Source: an optimization exercise on an open RTL-to-GDS flow (aim: small area, a short achievable clock period and few clock cycles per item). Production flows keep margins and buffers that such runs may drop. At most, simulation tests tie the RTL to the original design; equivalence was not proved. No activity file was given, so power comes from the tool's default toggle rates.

// vpu_sp_top
module vpu_sp_top (
  input  logic        clk,
  input  logic        rst_n,
  input  logic        line_start,
  input  logic [7:0]  line_y,
  output logic        busy,
  output logic        line_done,
  output logic        param_req_en,
  output logic [3:0]  param_req_addr,
  input  logic [31:0] param_rdata,
  output logic        tile_req_en,
  output logic [15:0] tile_req_addr,
  input  logic [7:0]  tile_rdata,
  output logic        pal_req_en,
  output logic [9:0]  pal_req_addr,
  input  logic [31:0] pal_rdata,
  output logic        lb_rd_en,
  output logic [7:0]  lb_rd_addr,
  output logic        lb_wr_en,
  output logic [7:0]  lb_wr_addr,
  output logic [31:0] lb_wdata,
  input  logic [31:0] lb_rdata
);
For scale: roughly 1400 cells after synthesis, about 300 flip-flops, ~200 I/O pins.
Settings: LEC_CHECK=0, ABC_AREA=1, CAP_MARGIN=20, CORE_MARGIN=2, CORE_UTILIZATION=40, CTS_BUF_LIST=sky130_fd_sc_hd__clkbuf_8, CTS_CLUSTER_DIAMETER=80, CTS_CLUSTER_SIZE=16, SLEW_MARGIN=75; clock period 11.0 ns.
standard.sh (not shown) runs the stock make flow with config.mk's settings and CLKGATE_MAP_FILE= SYNTH_SCRIPT=/design/flow/synth_recipe.tcl, a recipe that flattens the netlist after the stock synthesis.
==> flow/flow/run.sh <==
#!/bin/bash
# The standard layout, except that
#  - each port gets the smallest buffer (buf_1) instead of the one
#    buffer_ports picks by default;
#  - Yosys's synth runs without its internal abc pass (-noabc), so that the
#    adder trees written in the RTL reach extract_fa as written; the final
#    ABC mapping of the flow is unchanged.
set -euo pipefail
export BUFFER_PORTS_ARGS="-buffer_cell sky130_fd_sc_hd__buf_1"
export SYNTH_ARGS="-noabc"
bash standard.sh finish > standard_flow.log 2>&1
Change:
--- a/flow/design.v
+++ b/flow/design.v
@@ -153,18 +153,15 @@
   assign w80 = (w56 & m[7][4]) | (w57 & (w56 | m[7][4]));
   assign w81 = (w58 ^ w59) ^ m[7][5];
   assign w82 = (w58 & m[7][5]) | (w59 & (w58 | m[7][5]));
   assign w83 = (w60 ^ m[6][7]) ^ m[7][6];
   assign w84 = (w60 & m[7][6]) | (m[6][7] & (w60 | m[7][6]));
   assign ra = {1'b0, w84, w82, w80, w78, w76, w74, w72, w70, w68, w66, w64, w62, w61, m[0][1], m[0][0]};
   assign rb = {1'b0, m[7][7], w83, w81, w79, w77, w75, w73, w71, w69, w67, w65, w63, m[2][0], m[1][0], 1'b0};
-  always_comb begin
-    lo[0] = 1'b0;
-    for (int i = 0; i < 6; i++) lo[i + 1] = (ra[i] & lo[i]) | (rb[i] & (ra[i] | lo[i]));
-  end
+  assign lo   = {2'b0, ra[5:0]} + {2'b0, rb[5:0]};
   assign c6   = lo[6];
   assign hi_a = ra[15:6];
   assign hi_b = rb[15:6];
 endmodule
 module vpu_sp_color_merge (
   input  logic [31:0] src,
   input  logic [31:0] dst,
@@ -213,15 +210,16 @@
   logic       w_oyb;       
   logic [1:0] w_yh;        
   logic       k_act;
   logic [1:0] k_bank;
   logic [7:0] k_t;
   logic [2:0] k_oyr;
   logic [2:0] k_oxr;
-  logic [2:0] k_rem;       
+  logic [2:0] k_oxh;
+  logic [1:0] k_s;
   logic [7:0] k_x;
   logic       k_took;      
   logic       p1_v;
   logic       p1_f;        
   logic       p2_f;
   logic [7:0] p1_x;
   logic [6:0] p1_pal;
@@ -263,15 +261,22 @@
   logic       k_free;
   logic       hazard;
   logic       take;
   logic       skip;        
   logic       next_sp;     
   logic [8:0] k_dx;
   always_comb begin
-    k_last  = (k_x == 8'd255) || ((k_oxr == 3'd7) && (k_rem == 3'd0));
+    logic [2:0] oxh_mask;
+    case (k_s)
+      2'd0: oxh_mask = 3'b000;
+      2'd1: oxh_mask = 3'b001;
+      2'd2: oxh_mask = 3'b011;
+      default: oxh_mask = 3'b111;
+    endcase
+    k_last  = (k_x == 8'd255) || ((k_oxr == 3'd7) && ((k_oxh & oxh_mask) == oxh_mask));
     k_free  = !k_act || k_last;
     k_dx    = {1'b0, k_x} - {1'b0, w_x};
     hazard  = (k_act || p1_v || p2_v || p3_v)
            && (k_took || p1_f || p2_f || (!k_dx[8] && k_dx[7:3] == 5'd0 && k_dx[2:0] != 3'd7));
     take    = w1_arr && vis_y && k_free && !hazard;
     skip    = (w0_arr && (!param_rdata[31] || param_rdata[16])) || (w1_arr && !vis_y);
     next_sp = take || skip;
@@ -343,25 +348,21 @@
       w_yh <= param_rdata[7:6];
     end
     if (k_free) begin
       k_bank <= param_rdata[29:28];
       k_t    <= param_rdata[23:16] + ({5'd0, oy9[5:3]} << w_s);
       k_oyr  <= oy9[2:0];
       k_oxr  <= 3'd0;
-      case (w_s)
-        2'd0: k_rem <= 3'd0;
-        2'd1: k_rem <= 3'd1;
-        2'd2: k_rem <= 3'd3;
-        default: k_rem <= 3'd7;
-      endcase
+      k_oxh  <= 3'd0;
+      k_s    <= w_s;
     end else begin
       k_oxr <= k_oxr + 3'd1;
       if (k_oxr == 3'd7) begin
         k_t   <= k_t + 8'd1;
-        k_rem <= k_rem - 3'd1;
+        k_oxh <= k_oxh + 3'd1;
       end
     end
     if (take)        k_x <= w_x;
     else if (!k_free) k_x <= k_x + 8'd1;
     p1_x   <= k_x;
     if (k_took) p1_pal <= {param_rdata[6], param_rdata[5:4], param_rdata[3:0]};
     p2_x        <= p1_x;
The changed run ran to the end with no violations.
Non-clock buffer count goes down by 5.
Wire length went up by 0.42%.
Critical path depth stays the same.
Setup slack is better by 39 ps.
Area after synthesis climbs by 1.2%.
Final cell count came out higher by 0.39%.
Total power drops by 0.49%.
Testbench counts after the change, summed over its fixed seeds: cycles 50,398, lines 512.
Only the layout flow was run in the first run of this note; the RTL was not checked for function there.


== JK ==
vpu_sp_top, a different RTL version from the one above (not shown whole).
For scale: ~1,600 cells after synthesis, roughly 310 flip-flops, ~200 I/O pins, about 15,000 um^2 of cells after synthesis.
==> flow/design.v (excerpt) <==
module vpu_sp_top (
  input  logic        clk,
  input  logic        rst_n,
  input  logic        line_start,
  input  logic [7:0]  line_y,
  output logic        busy,
  output logic        line_done,
  output logic        param_req_en,
  output logic [3:0]  param_req_addr,
  input  logic [31:0] param_rdata,
  output logic        tile_req_en,
  output logic [15:0] tile_req_addr,
  input  logic [7:0]  tile_rdata,
  output logic        pal_req_en,
  output logic [9:0]  pal_req_addr,
  input  logic [31:0] pal_rdata,
  output logic        lb_rd_en,
  output logic [7:0]  lb_rd_addr,
  output logic        lb_wr_en,
  output logic [7:0]  lb_wr_addr,
  output logic [31:0] lb_wdata,
  input  logic [31:0] lb_rdata
);
  vpu_mem_pkg::param_req_t param_req;
  vpu_mem_pkg::tile_req_t  tile_req;
  vpu_mem_pkg::pal_req_t   pal_req;
  vpu_mem_pkg::lb_req_t    lb_req;
  vpu_sp u_sp (
    .clk         (clk),
    .rst_n       (rst_n),
    .line_start  (line_start),
    .line_y      (line_y),
    .busy        (busy),
    .line_done   (line_done),
    .param_req   (param_req),
    .param_rdata (param_rdata),
    .tile_req    (tile_req),
    .tile_rdata  (tile_rdata),
    .pal_req     (pal_req),
    .pal_rdata   (pal_rdata),
    .lb_req      (lb_req),
    .lb_rdata    (lb_rdata)
  );
  assign param_req_en   = param_req.en;
  assign param_req_addr = param_req.addr;
  assign tile_req_en    = tile_req.en;
  assign tile_req_addr  = tile_req.addr;
  assign pal_req_en     = pal_req.en;
  assign pal_req_addr   = pal_req.addr;
  assign lb_rd_en       = lb_req.rd_en;
  assign lb_rd_addr     = lb_req.rd_addr;
  assign lb_wr_en       = lb_req.wr_en;
  assign lb_wr_addr     = lb_req.wr_addr;
  assign lb_wdata       = lb_req.wdata;
endmodule
clock: 11.0 ns
lec_check: 0
abc_area: 1
cap_margin: 20
core_margin: 2
core_utilization: 40
cts_buf_list: sky130_fd_sc_hd__clkbuf_8
cts_cluster_diameter: 80
cts_cluster_size: 16
slew_margin: 75
==> flow/flow/run.sh <==
#!/bin/bash
# The standard layout, except that each port gets the smallest buffer
# (buf_1) instead of the one buffer_ports picks by default.
set -euo pipefail
export BUFFER_PORTS_ARGS="-buffer_cell sky130_fd_sc_hd__buf_1"
bash standard.sh finish > standard_flow.log 2>&1
Testbench counts of JK, summed over its fixed seeds: cycles 50,398, lines 512.
#### Input delta (MS over JK)
-- flow/design.v --
<<< JK, line 202
  logic       f_word;      
  logic       f_req;       
  logic       f_on;        
  logic       f_done;      
  logic       w0_arr;      
>>> MS, line 202
  logic       f_word;      
  logic       f_req;       
  logic       f_done;      
  logic       w0_arr;      
<<< JK, line 246
  logic [31:0] p6_res;
  assign accept = !busy && line_start;
  assign f_on   = busy && !f_done;
  logic [8:0] oy9;
  logic       vis_y;
>>> MS, line 245
  logic [31:0] p6_res;
  assign accept = !busy && line_start;
  logic [8:0] oy9;
  logic       vis_y;
<<< JK, line 304
    end else begin
      line_done <= 1'b0;
      w0_arr    <= f_on && !f_word;
      w1_arr    <= f_on && f_word && !next_sp;
      if (accept) begin
        busy   <= 1'b1;
>>> MS, line 302
    end else begin
      line_done <= 1'b0;
      w0_arr    <= f_req && !f_word;
      w1_arr    <= f_req && f_word && !next_sp;
      if (accept) begin
        busy   <= 1'b1;
<<< JK, line 336
      f_idx  <= 3'd0;
      f_word <= 1'b0;
    end else if (f_on) begin
      if (next_sp) begin
        f_idx  <= f_idx + 3'd1;
>>> MS, line 334
      f_idx  <= 3'd0;
      f_word <= 1'b0;
    end else if (f_req) begin
      if (next_sp) begin
        f_idx  <= f_idx + 3'd1;
## What came out
- The final instance area was comparable across MS and JK.
- Area fraction in compound gates after synthesis: MS vs JK down 0.17 points
- From JK to MS the numbers moved as follows: number of nets produced by synthesis now larger; met1 layer usage reported by global route has increased; worst IR drop on VDD now sits lower.
- STATUS leakage component of the power: MS loses against JK
- Between MS and JK, the synthesis-to-layout area growth does not differ in any meaningful way.
- Between MS and JK, the difference in multi-input gate share of the layout cell area is negligible.
The RTL of MS was laid out without a check of its function.

## what the ideal ports hide
No port has a modelled driver above. Below, the same layouts with a new extraction and two added sets of constraints. Step 1 sets driving cells, clkbuf_16 on the clock port and buf_2 on the other inputs (assumed; they add their load-dependent delay and slew). Step 2 adds t to the input delays and takes it off the output delays; t is the mean of the earliest and latest rising clock arrival at the registers after step 1. Input paths then give back, and output paths get back, about the clock's delay inside the block. a / b / c = no drivers / after step 1 / after step 2; a / b = the first two.
| run | shift t [ns] | setup WS [ns] | worst hold slack (ns) | worst setup path after step 2 | latest minus earliest clock arrival (ns) |
|---|---|---|---|---|---|
| the first run of note 1 | 0.645 | 7.494 / 7.449 / 6.969 | 0.327 / 0.327 / 0.327 | input to register | 0.051 / 0.051 |
| the second run of note 1 | 0.651 | 7.533 / 7.487 / 7.135 | 0.332 / 0.332 / 0.332 | input to register | 0.039 / 0.039 |
| JK | 0.648 | 7.550 / 7.501 / 7.035 | 0.330 / 0.330 / 0.330 | input to register | 0.032 / 0.032 |
| MS | 0.653 | 7.527 / 7.479 / 6.963 | 0.330 / 0.330 / 0.330 | input to register | 0.023 / 0.023 |
After both steps setup and hold are still met in every run listed. For MS, which loses most, drivers alone change the setup slack by -0.048 ns; drivers and shift together by -0.564 ns.
